This design comes from an exercise in tuning for small area, a short achievable clock period and few clock cycles per item on the open sky130 flow, not from production work.
Function was checked by simulation only, so behaviour that the tests miss may differ from the original.

==> flow/design.v (excerpt) <==
module fpu (
  input  logic        clk,
  input  logic        rst,
  input  logic        wb_cyc_i,
  input  logic        wb_stb_i,
  input  logic        wb_we_i,
  input  logic [4:0]  wb_adr_i,
  input  logic [31:0] wb_dat_i,
  output logic [31:0] wb_dat_o,
  output logic        wb_ack_o
);
Size: ~4,400 cells after synthesis, about 32,000 µm² of cells after synthesis.
export LEC_CHECK = 0
export ABC_AREA = 1
export CAP_MARGIN = 20
export CORE_MARGIN = 2
export CORE_UTILIZATION = 40
export SETUP_SLACK_MARGIN = 5
export SLEW_MARGIN = 20
create_clock -name core_clock -period 11.5 [get_ports {clk}]
run.sh (not shown) runs the stock make flow with config.mk's settings and CLKGATE_MAP_FILE= SYNTH_SCRIPT=/design/flow/synth_recipe.tcl, a recipe that flattens the netlist after the stock synthesis.
Testbench counts at the start, summed over its fixed seeds: cycles 28,792, ops 2,400.
Edit:
--- a/flow/design.v
+++ b/flow/design.v
@@ -43,19 +43,19 @@
   input  logic        rst,
   input  logic        wb_cyc_i,
   input  logic        wb_stb_i,
   input  logic        wb_we_i,
   input  logic [4:0]  wb_adr_i,
   input  logic [31:0] wb_dat_i,
   output logic [31:0] wb_dat_o,
   output logic        wb_ack_o
 );
-  localparam logic [2:0] E_S0 = 3'd0, E_S1 = 3'd1, E_S2 = 3'd2, E_NORM = 3'd3, E_IDLE = 3'd4;
+  localparam logic [2:0] E_S0 = 3'd0, E_S1 = 3'd1, E_S2 = 3'd2, E_NORM = 3'd3, E_IDLE = 3'd4, E_W = 3'd5;
   localparam logic [1:0] F_IDLE = 2'd0, F_EVAL = 2'd1, F_WAITX = 2'd2, F_ADD2 = 2'd3;
   logic [31:0] reg_a, reg_b, reg_c, reg_res;
   logic        busy, done, illegal, overrun, res_nz;
   logic        res_we;
   logic [31:0] res_d;
   wire bus_req  = wb_cyc_i & wb_stb_i & ~wb_ack_o;
   wire wr_req   = bus_req & wb_we_i;
   wire cmd_wr   = wr_req & (wb_adr_i == 5'h0C);
   wire [2:0] wop = wb_dat_i[2:0];
@@ -95,60 +95,51 @@
   logic [1:0]  fsm;
   logic restart_pend;
   wire  restart_req = wr_a | wr_b | go_addsub;
   wire  eng_restart = rst | ((restart_req | restart_pend) & (fsm != F_WAITX));
   logic [7:0] bd_q;           
   wire [7:0]  a_e1 = (reg_a[30:23] == 8'd0) ? 8'd1 : reg_a[30:23];
   wire [7:0]  b_e1 = (reg_b[30:23] == 8'd0) ? 8'd1 : reg_b[30:23];
   wire [23:0] a_m  = {reg_a[30:23] != 8'd0, reg_a[22:0]};
   wire [23:0] b_m  = {reg_b[30:23] != 8'd0, reg_b[22:0]};
-  logic [31:0] acc_s, acc_c;
-  logic        st0;           
-  function automatic logic [63:0] csa(input logic [31:0] x, input logic [31:0] y, input logic [31:0] z);
-    logic [31:0] s, c;
-    s = x ^ y ^ z;
-    c = (x & y) | (x & z) | (y & z);
-    csa = {s, c[30:0], 1'b0};
-  endfunction
-  logic [31:0] pp [8];
+  wire [31:0] acc_in = (eng_st == E_S0) ? 32'd0 : {8'd0, acc[31:8]};
+  logic [25:0] a3_q;
+  always_ff @(posedge clk) a3_q <= {2'b00, a_m} + {1'b0, a_m, 1'b0};
+  logic [31:0] pp [4];
   always_comb begin
-    for (int j = 0; j < 8; j++) pp[j] = bd_q[j] ? ({8'd0, a_m} << j) : 32'd0;
+    for (int j = 0; j < 4; j++) begin
+      case (bd_q[2*j +: 2])
+        2'd0:    pp[j] = 32'd0;
+        2'd1:    pp[j] = {8'd0, a_m} << (2*j);
+        2'd2:    pp[j] = {7'd0, a_m, 1'b0} << (2*j);
+        default: pp[j] = {6'd0, a3_q} << (2*j);
+      endcase
+    end
   end
-  wire [31:0] sh  = st0 ? 32'd0 : {8'd0, acc_s[31:8]};
-  wire [31:0] ch  = st0 ? 32'd0 : {8'd0, acc_c[31:8]};
-  wire [8:0]  lo8 = {1'b0, acc_s[7:0]} + {1'b0, acc_c[7:0]};
-  wire        cin = ~st0 & lo8[8];
-  wire [63:0] l1a = csa(pp[0], pp[1], pp[2]);
-  wire [63:0] l1b = csa(pp[3], pp[4], pp[5]);
-  wire [63:0] l1c = csa(pp[6], pp[7], sh);
-  wire [63:0] l2a = csa(l1a[63:32], l1a[31:0] | {31'd0, cin}, l1b[63:32]);
-  wire [63:0] l2b = csa(l1b[31:0], l1c[63:32], l1c[31:0]);
-  wire [63:0] l3a = csa(l2a[63:32], l2a[31:0], l2b[63:32]);
-  wire [63:0] l4a = csa(l3a[63:32], l3a[31:0], l2b[31:0]);
-  wire [63:0] l5a = csa(l4a[63:32], l4a[31:0], ch);
-  assign acc = acc_s + acc_c;    
-  always_ff @(posedge clk) begin
-    acc_s <= l5a[63:32];
-    acc_c <= l5a[31:0];
-    st0   <= eng_restart;
-    if (st0) begin
+  wire [31:0] acc_nx = acc_in + pp[0] + pp[1] + pp[2] + pp[3];
+  always_ff @(posedge clk) begin
+    acc <= acc_nx;
+    if (eng_st == E_S0) begin
       esum  <= a_e1 + b_e1 - 8'd127;
       psign <= reg_a[31] ^ reg_b[31];
     end
   end
   always_ff @(posedge clk) begin
     if (rst) restart_pend <= 1'b0;
     else     restart_pend <= (restart_req | restart_pend) & (fsm == F_WAITX);
-    if (eng_restart) begin
+    if (eng_restart && wr_a && !rst) begin
+      eng_st <= E_W;            
+    end else if (eng_restart) begin
       eng_st <= E_S0;
       bd_q   <= wr_b ? wb_dat_i[7:0] : reg_b[7:0];
     end else begin
       case (eng_st)
+        E_W:     begin eng_st <= E_S0; bd_q <= reg_b[7:0];  end
         E_S0:    begin eng_st <= E_S1; bd_q <= b_m[15:8];  end
         E_S1:    begin eng_st <= E_S2; bd_q <= b_m[23:16]; end
         E_S2:    eng_st <= E_NORM;
         default: eng_st <= E_IDLE;
       endcase
     end
     xld <= (eng_st == E_NORM);
   end
   logic [2:0]  psh;
@@ -206,19 +197,20 @@
   logic [7:0]  s1_ebig;
   logic        s1_sign, s1_sub;
   always_ff @(posedge clk) begin
     s1_mbig   <= m_big;
     s1_malign <= m_align;
     s1_ebig   <= e_big;
     s1_sign   <= x_big ? xs : ys;
     s1_sub    <= xs ^ ys;
   end
-  wire [24:0] sum = {1'b0, s1_mbig} + ({1'b0, s1_malign} ^ {25{s1_sub}}) + {24'd0, s1_sub};
+  wire [24:0] sum = s1_sub ? {1'b0, s1_mbig} - {1'b0, s1_malign}
+                           : {1'b0, s1_mbig} + {1'b0, s1_malign};
   logic [4:0]  nsh;
   logic [24:0] nman;
   logic [31:0] add_out;
   always_comb begin
     nsh = 5'd0;
     for (int i = 3; i < 23; i++) begin
       if (sum[i]) nsh = 5'(23 - i);
     end
     nman = sum << nsh;
Effect:
- The new run went through all stages and came out clean
- die area goes down by 6.2%
- worst setup slack degrades by 0.29 ns
- cell area goes down by 4.5%
- worst hold slack improves by 0.011 ns
- routed wire length goes up by 0.53%
- final cell count goes down by 4.9%
- synthesized area goes down by 6.3%
- core utilization goes up by 0.65 points
- sequential cell count goes down by 6
- synthesized cell count goes down by 4.9%
Testbench counts after the change, summed over its fixed seeds: cycles 28,792, ops 2,400.

-- static timing again, ports no longer ideal --
Ports are ideal in the flow. The routed layouts listed here were re-timed in OpenROAD.
Step 1, drivers: a clkbuf_16 drives clk and a buf_2 each remaining input, both assumed.
Step 2 moves the port delays by t, midway between the first and last clock arrival at a register: inputs arrive t later, outputs are due t later. That takes back most of the time a late clock gives input paths.
Slacks: no drivers / after step 1 / after step 2; pairs: no drivers / after step 1.
run	t (ns)	setup WS [ns]	hold WS [ns]	worst setup path after step 2
the first run	0.655	5.618 / 5.661 / 5.007	0.444 / 0.444 / 0.444	input to register
the second run	0.657	5.328 / 5.328 / 5.328	0.455 / 0.455 / 0.455	register to register
After both steps every run listed still meets setup and hold. For the first run, which loses most, drivers alone change the setup slack by +0.043 ns; drivers and shift together by -0.611 ns.
